From an optimization exercise on the open Yosys and OpenROAD flow, aimed at small area, a short achievable clock period and few clock cycles per item; shortcuts taken in it are not production practice.
Function was not checked in any run shown here: the RTL went through the layout flow alone.
Power is estimated from default activity; no workload was simulated.

===== design/flow/design.v =====
`timescale 1ns/1ns
module huff_top
(
  input  logic       clk,
  input  logic       rst,
  input  logic       sym_req,
  input  logic [3:0] sym,
  output logic       sym_ack,
  output logic       table_start,
  output logic       table_valid,
  output logic       table_bit,
  output logic       table_done
);
  localparam logic [8:0] WMAX = 9'h1FF;         
  localparam logic [1:0] M_INIT = 2'd0;         
  localparam logic [1:0] M_COLL = 2'd1;         
  localparam logic [1:0] M_WAIT = 2'd2;         
  localparam logic [1:0] M_BLD  = 2'd3;         
  logic [1:0] mode;
  logic [3:0] p;                                
  logic       first;                            
  logic       last_p;                           
  logic [3:0] rnd;                              
  logic [7:0] blk;                              
  logic       take;
  logic       wrdy;                             
  logic       bld_end;                          
  logic       merged;                           
  logic [3:0] symq;                             
  logic       tq;                               
  assign last_p  = (p == 4'd9);
  assign take    = sym_req & ~sym_ack & (mode == M_COLL);
  assign merged  = (mode == M_BLD) & (rnd != 4'd0);
  assign bld_end = (mode == M_BLD) & last_p & (rnd == 4'd8);
  logic [8:0] w  [10];
  logic [2:0] sm [10];                          
  logic [3:0] n;                                
  logic [3:0] n3;                               
  logic [2:0] sm_n3;
  logic [2:0] smq;                              
  assign n  = last_p ? 4'd0 : p + 4'd1;
  always_comb
  begin
    sm_n3 = '0;
    for (int i = 0; i < 10; i++)
      if (n3 == 4'(i))
        sm_n3 = sm[i];
  end
  logic [8:0] best_w, sec_w, sum_r;
  logic [3:0] best_i, sec_i, a_r, b_r;
  logic       lb, ls;
  logic       ma, mb;                           
  logic [8:0] y;                                
  logic       c_yx, c_yb, c_ys;
  logic [3:0] fa, fb;                           
  logic       za, zb;                           
  logic [8:0] sum_f;
  logic       fix0;                             
  assign y     = ma ? WMAX : (mb ? sum_r : w[1]);
  assign c_yx  = (y <= w[0]);                   
  assign c_yb  = (y <= best_w);
  assign c_ys  = (y <= sec_w);
  assign fa    = lb ? p : best_i;
  assign fb    = lb ? best_i : (ls ? p : sec_i);
  assign za    = ~lb & (best_i == 4'd0);
  assign zb    = lb ? (best_i == 4'd0) : (~ls & (sec_i == 4'd0));
  assign sum_f = ls ? best_w + w[0] : best_w + sec_w;
  assign fix0  = (mode == M_BLD) & last_p & (rnd != 4'd8);
  always_ff @(posedge clk)
  begin
    for (int i = 2; i < 9; i++)
      w[i] <= w[i+1];
    w[9] <= ((mode == M_INIT) || (mode == M_BLD && rnd == 4'd8)) ? 9'd0 : w[0];
    w[1] <= w[2] + {6'd0, smq};
    if (fix0)
      w[0] <= za ? WMAX : (zb ? sum_f : w[1]);
    else
      w[0] <= y;
    smq <= (mode == M_INIT) ? 3'd0 : sm_n3;
    for (int i = 0; i < 10; i++)
      sm[i] <= ((n3 == 4'(i)) ? 3'd0 : sm[i]) + {2'd0, tq && (symq == 4'(i))};
    symq <= sym;
    tq   <= take;
    lb <= (first | lb) ? c_yx : c_yb;
    ls <= first | (lb ? c_yb : (ls ? c_yx : c_ys));
    if (first)
    begin
      best_w <= w[0];
      best_i <= p;
      sec_w  <= WMAX;
    end
    else if (lb)
    begin
      best_w <= w[0];
      best_i <= p;
      sec_w  <= best_w;
      sec_i  <= best_i;
    end
    else if (ls)
    begin
      sec_w <= w[0];
      sec_i <= p;
    end
    if (last_p)
    begin
      sum_r <= sum_f;
      a_r   <= fa;
      b_r   <= fb;
    end
  end
  logic [7:0] rec [9];                          
  logic [3:0] q;                                
  logic [3:0] ra, rb;
  assign ra = rec[0][7:4];
  assign rb = rec[0][3:0];
  always_ff @(posedge clk)
  begin
    for (int i = 0; i < 8; i++)
      rec[i] <= rec[i+1];
    rec[8] <= (mode == M_BLD && last_p) ? {fa, fb} : rec[0];
  end
  localparam logic [1:0] E_IDLE = 2'd0;
  localparam logic [1:0] E_SYNC = 2'd1;         
  localparam logic [1:0] E_WALK = 2'd2;         
  localparam logic [1:0] E_EMIT = 2'd3;         
  logic [1:0] est;
  logic [3:0] dig;
  logic [3:0] s;                                
  logic [9:0] code;                             
  logic       last_bit;
  assign last_bit = (code[9:1] == 9'd1);
  always_ff @(posedge clk)
  begin
    case (est)
      E_WALK:
        if (s == ra)
        begin
          code <= {code[8:0], 1'b0};
          s    <= rb;
        end
        else if (s == rb)
          code <= {code[8:0], 1'b1};
      E_EMIT:
      begin
        code <= {1'b0, code[9:1]};
        if (last_bit)
        begin
          dig <= dig + 4'd1;
          s   <= dig + 4'd1;
        end
      end
      default:
        ;
    endcase
    if (bld_end)
    begin
      dig  <= '0;
      s    <= '0;
      code <= 10'd1;
    end
  end
  always_ff @(posedge clk or negedge rst)
  begin
    if (!rst)
    begin
      mode        <= M_INIT;
      p           <= '0;
      n3          <= 4'd3;
      first       <= 1'b1;
      rnd         <= '0;
      blk         <= '0;
      wrdy        <= 1'b0;
      ma          <= 1'b0;
      mb          <= 1'b0;
      sym_ack     <= 1'b0;
      q           <= '0;
      est         <= E_IDLE;
      table_start <= 1'b0;
      table_valid <= 1'b0;
      table_bit   <= 1'b0;
      table_done  <= 1'b0;
    end
    else
    begin
      p       <= n;
      n3      <= (n3 == 4'd9) ? 4'd0 : n3 + 4'd1;
      first   <= last_p;
      sym_ack <= sym_req & (sym_ack | (mode == M_COLL));
      if (tq)
        blk <= blk + 8'd1;
      ma <= 1'b0;
      mb <= 1'b0;
      if (mode == M_BLD)
      begin
        if (last_p)
        begin
          ma <= (rnd != 4'd8) && (fa == 4'd1);
          mb <= (rnd != 4'd8) && (fb == 4'd1);
        end
        else if (rnd != 4'd0 && p != 4'd8)
        begin
          ma <= (p + 4'd2 == a_r);
          mb <= (p + 4'd2 == b_r);
        end
      end
      case (mode)
        M_INIT:
          if (last_p)
            mode <= M_COLL;
        M_COLL:
          if (tq && blk == 8'd255)
            mode <= M_WAIT;
        M_WAIT:
          if (p == 4'd7)
            wrdy <= 1'b1;
          else if (last_p && wrdy)
          begin
            wrdy <= 1'b0;
            mode <= M_BLD;
            rnd  <= '0;
          end
        default:
          if (last_p)
          begin
            rnd <= rnd + 4'd1;
            if (rnd == 4'd8)
              mode <= M_COLL;
          end
      endcase
      q <= (bld_end || q == 4'd8) ? 4'd0 : q + 4'd1;
      table_start <= 1'b0;
      table_valid <= 1'b0;
      table_bit   <= 1'b0;
      table_done  <= 1'b0;
      case (est)
        E_IDLE:
          ;
        E_SYNC:
          if (dig == 4'd10)
          begin
            table_done <= 1'b1;
            est        <= E_IDLE;
          end
          else if (q == 4'd8)
            est <= E_WALK;
        E_WALK:
          if (q == 4'd8)
            est <= E_EMIT;
        default:
        begin
          table_valid <= 1'b1;
          table_bit   <= code[0];
          if (last_bit)
            est <= (q == 4'd8 && dig != 4'd9) ? E_WALK : E_SYNC;
        end
      endcase
      if (bld_end)
      begin
        table_start <= 1'b1;
        est         <= E_WALK;
      end
    end
  end
endmodule

===== design/flow/run.sh =====
#!/bin/bash
# synth_recipe.tcl (not shown) runs the flow's synth.tcl, then flattens the netlist and writes it again
# the make line also repeats each setting of config.mk as NAME=value (left out here)
make -C /OpenROAD-flow-scripts/flow DESIGN_CONFIG=/design/flow/config.mk WORK_HOME=/design/flow/orfs CLKGATE_MAP_FILE= SYNTH_SCRIPT=/design/flow/synth_recipe.tcl finish

===== design/flow/config.mk =====
export PLATFORM = sky130hd
export DESIGN_NAME = huff_top
export DESIGN_NICKNAME = huff_top
export VERILOG_FILES = /design/flow/design.v
export SDC_FILE = /design/flow/constraint.sdc
export NUM_CORES = 4
export LEC_CHECK = 0
export CAP_MARGIN = 20
export CORE_MARGIN = 2
export CORE_UTILIZATION = 40
export PLACE_DENSITY = 0.6
export SETUP_SLACK_MARGIN = 2.5
export SLEW_MARGIN = 20

===== design/flow/constraint.sdc =====
create_clock -name core_clock -period 5.0 [get_ports {clk}]
set_input_delay 1.0000 -clock core_clock [delete_from_list [all_inputs] [get_ports {clk}]]
set_output_delay 1.0000 -clock core_clock [all_outputs]
set_load 0.01 [all_outputs]

==> summary.txt, run 1 <==
Async SR Flop Fraction 12.33%; Boundary Pins 12; Setup CP Type flip-flop to primary output; total grt overflow 0; per-cell routed wire length 14.48 µm; R2R Path Start mode[0]$_DFFE_PN0P_; Worst-Skew Late Latency 0.55 ns; synthesized area 11330 µm²; Core Footprint approximately 28000 µm²; Worst Tran Pin Value ~0.91 ns; Final HPWL DP around 14 mm; crit start category flip-flop; vias in the first global route approximately 6500; Starting Density 40.66%; maximum vdd drop 0.2928 mV; clock-pin slew on the worst setup and hold paths ~0.060 ns; layout cells sized above 1 9.625%; Slew Limit Fails 0; CP max stage delay 0.53 ns; ys flop type dfxtp_1; Max Cap Violations 0; crit path time final 2.396 ns; Clock Sinks 300; vias per cell 4.802; Worst Path Arrival 1.40 ns; crit-path leading delay family buffers and inverters; Final Total Pwr 5.809 mW; Critical Path RT ~4.0 ns; Synth Register Bits 300; Hold Violations, Final 0; count of cell types in the netlist slightly above 70; Mapped Cells 992; clk buf depth 3; Final TNS setup 0 ns; status timing/DRC/antenna clean; sequential area share after synthesis 57.33%; initial antenna violation count 0; CP max-delay cell clkdlybuf4s50_1; 1st-iter DRT viols 387; Synth area leaders dfxtp_1, ha_1, edfxtp_1, dfrtp_1, xnor2_1; synthesis-to-finish area growth 14.25%; largest net degree at the start of global routing 38; RSZ-0062 raised after global routing true; gpl congestion 0.8130; Syn Nets 1077; pwr/cell area 448.9 nW/µm²; DRT antenna net count 0; ordered cell list for the critical path clkdlybuf4s50_1; Total GRT Usage between 10% and 20%; ant diodes 0; first-pass GRT wire length 33.60 mm; Hold Buf Count CTS 0; nets 1099; Final setup viols 0; First-pass DRT Iterations 4; WP depth 1; HP Class flip-flop to flip-flop; Pleak about 5.5 nW; hold_ws 0.3112 ns; Worst Setup End Kind primary output; worst slack at placement just over 2 ns; Die ar. 29680 µm²; Post-Syn Area per Cell 11.42 µm²; Critical path buffers and inverters 1; Die H 172.3 µm; IO buf count 11; # fillers 2580; Reg2Reg Setup Slack 2.62 ns; WHS Endpoint rec[2][5]$_DFF_P_; Worst Reg-to-Reg Cells 6; CTS H-tree lvls 1; maximum fanout along the worst path 1; CTS tree yes; finished layout cell area roughly 13000 µm²; Root Buffer clkbuf_16; DR DRC count 0; WHS Path Cells 0; Yosys warning count 4; Synth top area share 41.18%; Fmax roughly 420 MHz; Worst slew margin 39.38%; final period utilization about 48%; placement-stage cell area around 12000 µm²; CTS Buf Count 31; DIE WIDTH between 150 and 200 µm; via count 6805; area leader, netlist dfxtp_1; Clock Skew just under 0.02 ns; final wirelength 20.51 mm; reg2reg end w[0][8]$_DFF_P_; Hold Path Origin rec[3][5]$_DFF_P_; Core Rows between 60 and 70; final setup margin 2.604 ns; EDFF count, synth 30
registers in the layout, indices dropped and copies added (netlist names), 8 cells and up:
register,cells
code,10
sm,30
rec,72
w,90
blk,8
sum_r,9
best_w,9
sec_w,9
logic make-up after synthesis:
| group | synth area share (%) |
|---|---|
| adders and majority gates | 8.748 |
| AOI/OAI and AO/OA | 8.957 |
| buffers and inverters | 3.280 |
| and+or+nand+nor | 12.23 |
| muxes | 4.893 |
| DFF | 57.33 |
| xor gates and xnor gates | 4.562 |
through the flow:
stage | utilization, % | instances
global placement | 42.38 | 1356
detailed placement | 42.38 | 1356
global route | 46.46 | 1417
CTS | 46.36 | 1415
finish | 46.46 | 1417
floorplan | - | 992
cells in the mapped netlist, drive strengths merged, types with 13 or more instances:
| cell type | instances |
|---|---|
| xor2 | 14 |
| dfrtp | 34 |
| nor2b | 21 |
| xnor2 | 45 |
| dfxtp | 233 |
| o21ai | 39 |
| buf | 17 |
| ha | 76 |
| a21oi | 22 |
| nor3 | 18 |
| and2 | 19 |
| edfxtp | 30 |
| a211oi | 14 |
| mux2i | 34 |
| nand4 | 16 |
| nand3 | 18 |
| nor2 | 67 |
| inv | 64 |
| nand2 | 69 |
| mux2 | 13 |
where the power goes:
| group | total [mW] | internal, mW | switching (mW) |
|---|---|---|---|
| registers | 2.76 | 2.63 | 0.123 |
| clock network | 2.38 | 1.44 | 0.942 |
| logic | 0.671 | 0.285 | 0.386 |
layout by cell type (no fill, tap or decap), types with 5 or more instances in the layout:
cell type / netlist / layout
ha_1: 76 / 75
clkbuf_1: 9 / 5
clkbuf_8: 0 / 5
nand4_1: 15 / 15
a211o_1: 8 / 8
o32ai_1: 6 / 6
nor3_1: 17 / 17
nand2_1: 69 / 69
and2_1: 19 / 19
mux2_2: 13 / 13
clkbuf_16: 0 / 33
dfrtp_1: 34 / 33
a21oi_1: 22 / 21
edfxtp_1: 30 / 30
nand2b_1: 9 / 9
a2bb2oi_1: 5 / 5
mux2i_1: 34 / 34
dfxtp_1: 233 / 232
o21ai_0: 39 / 39
nand3_1: 18 / 17
clkdlybuf4s50_1: 0 / 9
nand3b_1: 9 / 9
a21o_1: 7 / 7
inv_1: 63 / 63
a211oi_1: 14 / 13
xor2_1: 14 / 14
xnor2_1: 45 / 45
nor2b_1: 21 / 21
nor2_1: 67 / 67
cell type report:
cell class | instances | area, µm² | share of cell area [%]
tap | 378 | 473.0 | 3.654
multi-input combinational | 601 | 4496 | 34.74
inverter | 65 | 244.0 | 1.885
timing repair buffer | 15 | 137.6 | 1.063
clock buffer | 43 | 913.4 | 7.057
clock inverter | 15 | 178.9 | 1.382
sequential | 300 | 6500 | 50.22
worst max-delay path by stage:
| stage | to | start |
|---|---|---|
| after floorplan | sum_r[8]$_DFFE_PP_ | ls$_DFF_P_ |
| after CTS | sym_ack | sym_ack$_DFF_PN0_ |
| after global placement | sum_r[8]$_DFFE_PP_ | ls$_DFF_P_ |
| final | table_bit | table_bit$_DFF_PN0_ |
| after global routing | mode[1]$_DFFE_PN0P_ | p[0]$_DFF_PN0_ |
| after detailed placement | sum_r[8]$_DFFE_PP_ | ls$_DFF_P_ |
what timing repair did:
action,CTS,global route
setup endpoints to repair,11,20
setup buffers,1,2
pin swaps,0,3
gates resized for setup,4,4
metal layers:
layer | track usage, % | vias to the layer above | part of all wire (%)
li1 | - | 3488 | -
met1 | 20.53 | 3187 | 52
met2 | 22.07 | 97 | 43
met3 | 2.380 | 33 | 3.4
met4 | 3.398 | 0 | 1.9
met5 | 0 | - | 0
==> run 2, diff against run 1 <==
--- a/design/flow/config.mk
+++ b/design/flow/config.mk
@@ -9,5 +9,8 @@
 export CORE_MARGIN = 2
 export CORE_UTILIZATION = 40
+export CTS_BUF_LIST = sky130_fd_sc_hd__clkbuf_8
+export CTS_CLUSTER_DIAMETER = 50
+export CTS_CLUSTER_SIZE = 16
 export PLACE_DENSITY = 0.6
-export SETUP_SLACK_MARGIN = 2.5
+export SETUP_SLACK_MARGIN = 2.8
 export SLEW_MARGIN = 20
==> summary.txt, run 2 <==
Core Footprint 27860 µm²; DIE WIDTH 172.3 µm; Final Total Pwr 5.273 mW; clock-pin slew on the worst setup and hold paths 0.09 ns; Synth top area share 41.18%; FF+latch area approximately 6500 µm²; crit path time final 2.258 ns; final setup margin 2.742 ns; Final setup viols 0; Root Buffer clkbuf_8; Worst Setup End Kind flip-flop; 1st-iter DRT viols 423; IO buf count 11; Die H 172.3 µm; vias per cell between 4 and 5; layout cells sized above 1 15.63%; sequential area share after synthesis 57.33%; DRT antenna net count 0; Worst Reg-to-Reg Cells 8; biggest regs w: 90 flops, rec: 72 flops, sm: 30 flops; synthesis-to-finish area growth 14.99%; gpl congestion roughly 0.79; clk buf depth 3; Max Cap Violations 0; Pleak 5.427 nW; Worst-Skew Late Latency 0.62 ns; Post-synth top cells dfxtp_1, ha_1, nand2_1; Mapped Cells 992; Worst Path Arrival around 2.6 ns; Worst slew margin 38.17%; Synth area leaders dfxtp_1, ha_1, edfxtp_1, dfrtp_1, xnor2_1; Final TNS setup 0 ns; Starting Density 40.66%; commonest cells after routing, fill and taps aside dfxtp_1, nand2_1, nor2_1; Core Rows between 60 and 70; DR DRC count 0; EDFF count, synth 30; Slew Limit Fails 0; nets 1118; Worst Tran Pin Value around 0.9 ns; Async SR Flop Fraction 12.33%; crit start category flip-flop; first-pass GRT wire length 35.63 mm; via count 7013; CTS H-tree lvls 1; status timing/DRC/antenna clean; HP Class flip-flop to flip-flop; ant diodes 0; Largest Register w; Boundary Pins 12; max reg flops 90; Clock Sinks 300; R2R Path Start ls$_DFF_P_; vias in the first global route 6922; count of cell types in the netlist between 70 and 80; CTS tree yes; Clock Skew 0.04065 ns; reg2reg end sum_r[8]$_DFFE_PP_; per-cell routed wire length 15.21 µm; initial antenna violation count 0; Critical Path RT around 5.3 ns; final std cells w/o fill roughly 1400; largest net degree at the start of global routing 38; worst slack at placement 2.193 ns; Final HPWL DP 14.52 mm; CTS Buf Count 31; area leader, netlist dfxtp_1; commonest non-fill, non-tap cell in the layout dfxtp_1; Fmax 442.8 MHz; Setup CP Type flip-flop to flip-flop; Hold Violations, Final 0; Die ar. 29680 µm²; final wirelength 21.81 mm; maximum fanout along the worst path 4; Multi-input gate area 4813 µm²; most frequent cell after synthesis dfxtp_1; Core Util, Final between 40 and 50%; maximum vdd drop 0.2101 mV; Setup crit end sum_r[8]$_DFFE_PP_; synthesized area 11330 µm²; Synth Register Bits 300; placed cells around 1400; ys flop type dfxtp_1; final period utilization 45.16%; Hold Path Origin w[6][1]$_DFF_P_; CP startpoint ls$_DFF_P_; Reg2Reg Setup Slack 2.74 ns; # fillers 2596; Total GRT Usage 14.92%; pwr/cell area 404.8 nW/µm²; RSZ-0062 raised after global routing true; Syn Nets approximately 1100; Yosys warning count 4; First-pass DRT Iterations 5; total grt overflow 0; Post-Syn Area per Cell 11.42 µm²
-- run 2: through the flow --
stage / hold slack (ns) / area (µm²)
after detailed placement: 0.3121 / 11820
after CTS: 0.3017 / 12770
after global routing: 0.3107 / 13030
after floorplan: 0.3096 / 11380
final: 0.3079 / 13030
after global placement: 0.3097 / 11820
-- run 2: where the power goes --
group / switching, mW / leakage (nW) / internal, mW
logic: 0.441 / 2.40 / 0.367
clock network: 0.943 / 0.362 / 0.760
registers: 0.134 / 2.67 / 2.63
total: 1.52 / 5.43 / 3.76
-- run 2: cells by family (layout without fill, tap and decap cells) --
logic type | Yosys count | after routing | synth area share (%)
flops | 300 | 300 | 57.33
simple gates | 270 | 270 | 12.23
compound gates | 144 | 144 | 8.957
buf+inv | 91 | 155 | 3.280
fa+ha+maj | 78 | 78 | 8.748
xor+xnor | 59 | 59 | 4.562
mux | 50 | 50 | 4.893
-- run 2: how the worst min path moves through the flow --
stage                              to  cells past startpoint
finish                w[5][1]$_DFF_P_                      0
detailed placement  rec[0][4]$_DFF_P_                      0
CTS                 rec[4][0]$_DFF_P_                      0
floorplan           rec[0][0]$_DFF_P_                      0
global placement      w[4][4]$_DFF_P_                      0
global route          w[5][1]$_DFF_P_                      0
-- run 2: worst max-delay path, cell delays in order, from the launching register on --
cell,delay [ns]
dfxtp_4,0.40
mux2_4,0.33
ha_4,0.18
fa_2,0.34
a21o_1,0.20
a41oi_2,0.17
nand3b_1,0.17
a21oi_2,0.16
xnor2_1,0.08
-- run 2: area by class of cell --
class / count / share of cell area [%]
Sequential cell: 300 / 49.97
Multi-Input combinational cell: 601 / 36.95
Tap cell: 378 / 3.631
Clock inverter: 24 / 1.959
Timing Repair Buffer: 34 / 2.219
Clock buffer: 32 / 3.381
Inverter: 65 / 1.892
-- run 2: per-layer routing --
layer / vias up / part of all wire, % / wire [µm] / GRT usage [%]
met1: 3362 / 50 / 10810 / 20.60
met3: 34 / 3.5 / 770 / 2.472
met5: - / 0 / 0 / 0
met2: 100 / 45 / 9757 / 23.99
li1: 3517 / - / - / -
met4: 0 / 2.2 / 470 / 4.567
-- run 2: repair_timing --
action | 4_1_cts | 5_1_grt
pin swaps | 7 | 14
buffers inserted | 14 | 8
gates resized for setup | 48 | 37
setup endpoints to repair | 48 | 33
hold buffers | 0 | 0
==> run 3, diff against run 2 <==
--- a/design/flow/config.mk
+++ b/design/flow/config.mk
@@ -13,4 +13,4 @@
 export CTS_CLUSTER_SIZE = 16
 export PLACE_DENSITY = 0.6
-export SETUP_SLACK_MARGIN = 2.8
+export SETUP_SLACK_MARGIN = 3.0
 export SLEW_MARGIN = 20
==> summary.txt, run 3 <==
status timing/DRC/antenna clean; Final TNS setup 0 ns; Final setup viols 0; area leader, netlist dfxtp_1; Core Rows 61; gpl congestion about 0.82; Async SR Flop Fraction 12.33%; final std cells w/o fill roughly 1400; Synth top area share 41.18%; CTS H-tree lvls 1; DR DRC count 0; Mapped Cells between 900 and 1000; Core Footprint 27860 µm²; Yosys warning count 4; most frequent cell after synthesis dfxtp_1; reg2reg end ls$_DFF_P_; Reg2Reg Setup Slack 2.71 ns; layout cells sized above 1 17.75%; CTS Buf Count 30; Die ar. ~30000 µm²; Largest Register w; Syn Nets roughly 1100; met2 WL ~9.8 mm; RSZ-0062 raised after global routing true; Worst Reg-to-Reg Cells 10; Total GRT Usage between 10% and 20%; First-pass DRT Iterations 4; initial antenna violation count 0; count of cell types in the netlist 72; vias in the first global route 7053; Synth Register Bits 300; pwr/cell area 404.2 nW/µm²; Setup CP Type flip-flop to flip-flop; synthesis-to-finish area growth 16.40%; Clock Sinks 300; CP max stage delay 0.43 ns; final period utilization approximately 46%; Post-synth top cells dfxtp_1, ha_1, nand2_1; Worst-Skew Late Latency roughly 0.6 ns; maximum vdd drop roughly 0.22 mV; Boundary Pins 12; Final HPWL DP 14.28 mm; routed length on met1 10.60 mm; nets 1130; Worst Path Arrival approximately 2.8 ns; Root Buffer clkbuf_8; Starting Density roughly two fifths; first-pass GRT wire length 35.47 mm; per-cell routed wire length 15.06 µm; via count 7080; Worst slew margin 41.34%; highest routed layer met4; Fmax about 440 MHz; 1st-iter DRT viols 370; EDFF count, synth 30; WHS Path Cells 0; CP max-delay cell dfrtp_2; clk buf depth 3; placed cells 1355; crit path time final 2.295 ns; R2R Path Start mb$_DFF_PN0_; DIE WIDTH 172.3 µm; Detail Route met3 WL around 640 µm; commonest non-fill, non-tap cell in the layout dfxtp_1; IO buf count 11; WHS Endpoint rec[3][6]$_DFF_P_; Hold Violations, Final 0; vias per cell 4.906; ys flop type dfxtp_1; Critical Path RT ~5.5 ns; biggest regs w: 90 flops, rec: 72 flops, sm: 30 flops; Hold Path Origin rec[4][6]$_DFF_P_; Synth area leaders dfxtp_1, ha_1, edfxtp_1, dfrtp_1, xnor2_1; Pleak 5.495 nW; Worst Tran Pin Value 0.8799 ns; clock-pin slew on the worst setup and hold paths 0.10 ns; final wirelength 21.73 mm; CTS tree yes; CP most frequent cell buf_6; commonest cells after routing, fill and taps aside dfxtp_1, nand2_1, nor2_1; crit start category flip-flop; HP Class flip-flop to flip-flop; largest net degree at the start of global routing 38; Max Cap Violations 0; Slew Limit Fails 0; Die H 172.3 µm; Post-Syn Area per Cell roughly 11 µm²; Hold Buf Count CTS 0; Clock Skew about 0.029 ns; CP startpoint mb$_DFF_PN0_; total grt overflow 0; ant diodes 0; synthesized area 11330 µm²; sequential area share after synthesis 57.33%; ordered cell list for the critical path buf_6 -> buf_6 -> a211o_4 -> ha_4 -> nand3_2 -> or3_1 -> o211ai_1 -> buf_4 -> o32ai_2 -> a31oi_1; DRT antenna net count 0; maximum fanout along the worst path 8; Worst Setup End Kind flip-flop; max reg flops 90
run 3: final cells by class:
| class | count | area (µm²) |
|---|---|---|
| repair buffers | 46 | 397.9 |
| clock inverters | 22 | 262.8 |
| well taps | 378 | 473.0 |
| fillers | 2550 | 14670 |
| inverters | 65 | 252.7 |
| repair inverters | 1 | 7.507 |
| multi-input cells | 601 | 4866 |
| clock buffers | 30 | 412.9 |
| flip-flops and latches | 300 | 6514 |
run 3: power breakdown:
| group | switching (mW) | total, mW | internal, mW |
|---|---|---|---|
| logic | 0.475 | 0.887 | 0.412 |
| registers | 0.132 | 2.76 | 2.63 |
| clock network | 0.911 | 1.68 | 0.770 |
| total | 1.52 | 5.33 | 3.81 |
run 3: worst max path at each step:
stage | endpoint | depth (start not counted)
floorplan | sum_r[8]$_DFFE_PP_ | 10
finish | ls$_DFF_P_ | 10
global placement | sum_r[8]$_DFFE_PP_ | 8
detailed placement | sum_r[8]$_DFFE_PP_ | 8
global route | ls$_DFF_P_ | 9
CTS | ls$_DFF_P_ | 7
run 3: logic make-up after synthesis:
logic type               Yosys count  synth area share [%]
adder cells (fa/ha/maj)           78                 8.748
buffers and inverters             91                 3.280
flip-flops                       300                 57.33
AND/OR/NAND/NOR                  270                 12.23
AO/OA/AOI/OAI                    144                 8.957
XOR/XNOR                          59                 4.562
multiplexers                      50                 4.893
run 3: critical path: cells and delay by family (launching register included):
family / cells / cell delay [ns]
compound gates: 4 / 0.69
buf+inv: 3 / 0.44
flops: 1 / 0.43
simple gates: 2 / 0.36
fa+ha+maj: 1 / 0.29
run 3: metal layers:
layer / global-route usage (%) / up-vias
li1: - / 3547
met1: 20.04 / 3392
met2: 24.85 / 93
met3: 2.403 / 48
met4: 4.713 / 0
met5: 0 / -
run 3: through the flow:
stage                     util [%]  total power, mW  setup slack (ns)  area (µm²)  hold WS, ns
final                        47.33            5.330             2.705       13190       0.3104
after global routing         47.33            5.597             2.606       13190       0.3184
after CTS                    46.17            5.280             2.750       12860       0.3141
after detailed placement     42.45            3.503             2.216       11830       0.3121
after global placement       42.45            3.487             2.265       11830       0.3095
after floorplan                  -            3.297             2.735       11400       0.3096
run 3: timing repair:
item	in CTS	in global routing
buffers inserted	25	10
endpoints found under the setup margin	77	41
gates resized for setup	65	43
cloned	1	0
pin swaps	25	20
==> run 4, diff against run 3 <==
--- a/design/flow/design.v
+++ b/design/flow/design.v
@@ -47,4 +47,60 @@
         sm_n3 = sm[i];
   end
+  function automatic logic le9(input logic [8:0] a, input logic [8:0] b);
+    logic [8:0] g, e;                           
+    logic       g1, e1, g2, e2, g3, e3;
+    g = a & ~b;
+    e = ~(a ^ b);
+    g1 = g[8] | (e[8] & (g[7] | (e[7] & g[6])));
+    e1 = e[8] & e[7] & e[6];
+    g2 = g[5] | (e[5] & (g[4] | (e[4] & g[3])));
+    e2 = e[5] & e[4] & e[3];
+    g3 = g[2] | (e[2] & (g[1] | (e[1] & g[0])));
+    e3 = e[2] & e[1] & e[0];
+    le9 = ~(g1 | (e1 & (g2 | (e2 & g3))));
+  endfunction
+  function automatic logic [8:0] add9(input logic [8:0] a, input logic [8:0] b);
+    logic [8:0] pp, gg;
+    logic [8:0] c;                              
+    logic [8:0] g1, p1, g2, p2, g3, p3, g4;
+    pp = a ^ b;
+    gg = a & b;
+    for (int i = 0; i < 9; i++)
+    begin
+      g1[i] = gg[i];
+      p1[i] = pp[i];
+      if (i % 2 == 1)
+      begin
+        g1[i] = gg[i] | (pp[i] & gg[i-1]);
+        p1[i] = pp[i] & pp[i-1];
+      end
+    end
+    for (int i = 0; i < 9; i++)
+    begin
+      g2[i] = g1[i];
+      p2[i] = p1[i];
+      if (i % 4 >= 2)
+      begin
+        g2[i] = g1[i] | (p1[i] & g1[(i/4)*4+1]);
+        p2[i] = p1[i] & p1[(i/4)*4+1];
+      end
+    end
+    for (int i = 0; i < 9; i++)
+    begin
+      g3[i] = g2[i];
+      p3[i] = p2[i];
+      if (i % 8 >= 4)
+      begin
+        g3[i] = g2[i] | (p2[i] & g2[(i/8)*8+3]);
+        p3[i] = p2[i] & p2[(i/8)*8+3];
+      end
+    end
+    g4 = g3;
+    g4[8] = g3[8] | (p3[8] & g3[7]);
+    c[0] = 1'b0;
+    for (int i = 1; i < 9; i++)
+      c[i] = g4[i-1];
+    add9 = pp ^ c;
+  endfunction
   logic [8:0] best_w, sec_w, sum_r;
   logic [3:0] best_i, sec_i, a_r, b_r;
@@ -56,25 +112,20 @@
   logic       za, zb;                           
   logic [8:0] sum_f;
-  logic       fix0;                             
+  logic [8:0] xw;                               
   assign y     = ma ? WMAX : (mb ? sum_r : w[1]);
-  assign c_yx  = (y <= w[0]);                   
-  assign c_yb  = (y <= best_w);
-  assign c_ys  = (y <= sec_w);
+  assign xw    = ~first ? w[0] : (za ? WMAX : (zb ? sum_r : w[0]));
+  assign c_yx  = le9(y, xw);                  
+  assign c_yb  = le9(y, best_w);
+  assign c_ys  = le9(y, sec_w);
   assign fa    = lb ? p : best_i;
   assign fb    = lb ? best_i : (ls ? p : sec_i);
-  assign za    = ~lb & (best_i == 4'd0);
-  assign zb    = lb ? (best_i == 4'd0) : (~ls & (sec_i == 4'd0));
-  assign sum_f = ls ? best_w + w[0] : best_w + sec_w;
-  assign fix0  = (mode == M_BLD) & last_p & (rnd != 4'd8);
+  assign sum_f = ls ? add9(best_w, w[0]) : add9(best_w, sec_w);
   always_ff @(posedge clk)
   begin
     for (int i = 2; i < 9; i++)
       w[i] <= w[i+1];
-    w[9] <= ((mode == M_INIT) || (mode == M_BLD && rnd == 4'd8)) ? 9'd0 : w[0];
+    w[9] <= ((mode == M_INIT) || (mode == M_BLD && rnd == 4'd8)) ? 9'd0 : xw;
     w[1] <= w[2] + {6'd0, smq};
-    if (fix0)
-      w[0] <= za ? WMAX : (zb ? sum_f : w[1]);
-    else
-      w[0] <= y;
+    w[0] <= y;
     smq <= (mode == M_INIT) ? 3'd0 : sm_n3;
     for (int i = 0; i < 10; i++)
@@ -86,5 +137,5 @@
     if (first)
     begin
-      best_w <= w[0];
+      best_w <= xw;
       best_i <= p;
       sec_w  <= WMAX;
@@ -173,4 +224,6 @@
       ma          <= 1'b0;
       mb          <= 1'b0;
+      za          <= 1'b0;
+      zb          <= 1'b0;
       sym_ack     <= 1'b0;
       q           <= '0;
@@ -191,8 +244,12 @@
       ma <= 1'b0;
       mb <= 1'b0;
+      za <= 1'b0;
+      zb <= 1'b0;
       if (mode == M_BLD)
       begin
         if (last_p)
         begin
+          za <= (rnd != 4'd8) && (fa == 4'd0);
+          zb <= (rnd != 4'd8) && (fb == 4'd0);
           ma <= (rnd != 4'd8) && (fa == 4'd1);
           mb <= (rnd != 4'd8) && (fb == 4'd1);
--- a/design/flow/config.mk
+++ b/design/flow/config.mk
@@ -13,4 +13,4 @@
 export CTS_CLUSTER_SIZE = 16
 export PLACE_DENSITY = 0.6
-export SETUP_SLACK_MARGIN = 3.0
+export SETUP_SLACK_MARGIN = 2.8
 export SLEW_MARGIN = 20
==> summary.txt, run 4 <==
Starting Density 40.86%; Max Cap Violations 0; DIE WIDTH 173.2 µm; Syn Nets 1092; 1st-iter DRT viols 359; nets 1129; largest family of logic cells by synthesized area simple AND/OR/NAND/NOR gates; FF+latch area 6555 µm²; clock-pin slew on the worst setup and hold paths 0.09 ns; gpl congestion 0.7841; synthesis-to-finish area growth 14.39%; count of cell types in the netlist 60; Post-synth top cells dfxtp_1, ha_1, nand2_1; synthesized area 11450 µm²; maximum fanout along the worst path 4; most frequent cell after synthesis dfxtp_1; Synth top area share 40.75%; Multi-input gate area 4807 µm²; Critical Path RT 5.42 ns; initial antenna violation count 0; Worst-Skew Late Latency 0.54 ns; Slew Limit Fails 0; RSZ-0062 raised after global routing true; Hold Violations, Final 0; EDFF count, synth 30; first-pass GRT wire length 35.77 mm; CTS tree yes; Total GRT Usage 14.64%; pwr/cell area 402.6 nW/µm²; Die H 173.2 µm; Worst slew margin 36.94%; Core Rows 61; First-pass DRT Iterations 4; status timing/DRC/antenna clean; Worst Tran Pin Value 0.9459 ns; Async SR Flop Fraction about 13%; Post-Syn Area per Cell 11.46 µm²; Worst Setup End Kind flip-flop; Boundary Pins 12; Pleak 5.951 nW; crit start category flip-flop; CTS Buf Count 34; Synth Register Bits 302; commonest non-fill, non-tap cell in the layout dfxtp_1; Root Buffer clkbuf_8; synthesized-area fraction occupied by adder cells approximately a tenth; ant diodes 0; total grt overflow 0; layout cells sized above 1 15.00%; crit path time final 2.414 ns; IO buf count 11; vias per cell around 4.8; commonest cells after routing, fill and taps aside dfxtp_1, nand2_1, ha_1; CP max stage delay 0.68 ns; Clock Skew 0.03342 ns; Final Total Pwr 5.271 mW; clk buf depth 3; # fillers 2587; Setup CP Type flip-flop to flip-flop; HP Class flip-flop to flip-flop; max reg flops 90; CP max-delay cell dfstp_4; per-cell routed wire length 14.95 µm; Yosys warning count 4; biggest regs w: 90 flops, rec: 72 flops, sm: 30 flops; Synth area leaders dfxtp_1, ha_1, dfrtp_1, edfxtp_1, mux2i_1; Core Footprint 28010 µm²; sequential area share after synthesis 57.18%; Worst Path Arrival 2.84 ns; largest net degree at the start of global routing 40; vias in the first global route approximately 7000; final period utilization approximately half; CTS H-tree lvls 2; XOR/XNOR Fraction of Synth Area ~4.7%; DR DRC count 0; multiplexer share of the synthesized area roughly 6%; Mapped Cells about 1000; Final TNS setup 0 ns; Clock Sinks between 300 and 400; ys flop type dfxtp_1; area leader, netlist dfxtp_1; Largest Register w; ordered cell list for the critical path clkinvlp_4 -> nor2_4 -> o32ai_2 -> ha_1 -> o21ai_0 -> nand2b_1 -> a21oi_1 -> a211oi_2 -> o2bb2ai_1 -> or4_1; Die ar. around 30000 µm²; Fmax 414.2 MHz; DRT antenna net count 0; final wirelength 21.49 mm; post-synthesis compound-gate area fraction 7.390%; Final HPWL DP 14.43 mm; Synth Area in Simple Gates about an eighth; via count 6965; maximum vdd drop around 0.24 mV; Final setup viols 0
[run 4: cell types whose count changed in the layout (fill, tap and decap cells not counted), sizes merged, moves of 9 or more]
| cell | change |
|---|---|
| a211oi | -10 |
| and2 | -9 |
| buf | -21 |
| nand2 | +11 |
| nor2b | +10 |
| xor2 | +10 |
[run 4: repair_timing]
| action | CTS | global route |
|---|---|---|
| pin swaps | 6 | 9 |
| setup endpoints to repair | 50 | 17 |
| hold buffers | 0 | 0 |
| cloned | 1 | 0 |
| resized for setup | 44 | 22 |
| buffers inserted | 15 | 1 |
[run 4: worst paths after layout]
path	start	end	slack, ns	cells past startpoint
setup / recovery	first$_DFF_PN1_	ls$_DFF_P_	2.59	10
hold / removal	rec[3][1]$_DFF_P_	rec[2][1]$_DFF_P_	0.31	0
setup reg to reg	first$_DFF_PN1_	ls$_DFF_P_	2.59	10
hold reg to reg	rec[3][1]$_DFF_P_	rec[2][1]$_DFF_P_	0.31	0
max in group asynchronous	rst	mb$_DFF_PN0_	3.73	1
min in group asynchronous	rst	rnd[3]$_DFFE_PN0P_	0.60	1
[run 4: logic make-up (layout without fill, tap and decap cells)]
family	Yosys count	count (layout)
and+or+nand+nor	267	267
xor gates and xnor gates	61	61
muxes	63	63
DFF	302	302
adders and majority gates	86	86
buffers and inverters	91	152
AOI/OAI and AO/OA	129	129
[run 4: worst max-delay path: cells and delay by family (launching register included)]
family | cells | cell delay (ns)
simple gates | 3 | 0.58
compound gates | 5 | 0.59
fa+ha+maj | 1 | 0.32
buf+inv | 1 | 0.13
flops | 1 | 0.68
[run 4: stage by stage]
| stage | hold slack [ns] | cells | utilization, % | setup WS, ns | area [µm²] |
|---|---|---|---|---|---|
| 2_1_floorplan | 0.3096 | 999 | - | 2.729 | 11520 |
| 3_3_place_gp | 0.3097 | 1361 | 42.80 | 2.161 | 11990 |
| 3_5_place_dp | 0.3121 | 1361 | 42.80 | 2.030 | 11990 |
| 4_1_cts | 0.3024 | 1437 | 46.37 | 2.525 | 12990 |
| 5_1_grt | 0.3117 | 1438 | 46.74 | 2.481 | 13090 |
| 6_report | 0.3097 | 1438 | 46.74 | 2.586 | 13090 |
[run 4: power by group]
| part | internal [mW] | switching, mW |
|---|---|---|
| logic | 0.339 | 0.398 |
| registers | 2.62 | 0.123 |
| clock network | 0.860 | 0.933 |
[run 4: area by class of cell]
type | instances | share of cell area [%]
sequential | 302 | 50.07
multi-input combinational | 606 | 36.72
clock buffer | 35 | 3.679
tap | 378 | 3.612
timing repair buffer | 30 | 2.045
clock inverter | 25 | 1.997
inverter | 61 | 1.844
timing repair inverter | 1 | 0.03823
[run 4: per-layer routing]
| layer | global-route usage (%) | vias up | wire (µm) |
|---|---|---|---|
| met5 | 0 | - | 0 |
| met4 | 4.838 | 0 | 402 |
| met3 | 2.704 | 35 | 742 |
| met2 | 23.50 | 85 | 9854 |
| met1 | 19.97 | 3354 | 10490 |
| li1 | - | 3491 | - |

static timing again, ports no longer ideal:
In the flow no input, the clock included, has a driving cell. The finished layouts below were timed again as built, in two steps.
Step 1: set_driving_cell puts a clkbuf_16 on clk and a buf_2 on each other input, an assumption about the parent block.
Step 2 also shifts input and output timing later by t, the mid clock arrival at the registers, as if the neighbouring blocks saw the same clock.
Three values: ideal ports, drivers, drivers and shift; two values: the first two.
run | t, ns | setup slack, ns | worst setup path at the end | worst slew at a driven data input, ns | cell pins on the clock port's net
run 1 | 0.591 | 2.604 / 2.557 / 2.625 | register to register | 0.03 | 1
run 2 | 0.640 | 2.742 / 2.742 / 2.742 | register to register | 0.04 | 1
run 3 | 0.627 | 2.705 / 2.705 / 2.705 | register to register | 0.04 | 1
run 4 | 0.572 | 2.586 / 2.586 / 2.586 | register to register | 0.03 | 1
After both steps every run listed still meets setup and hold.
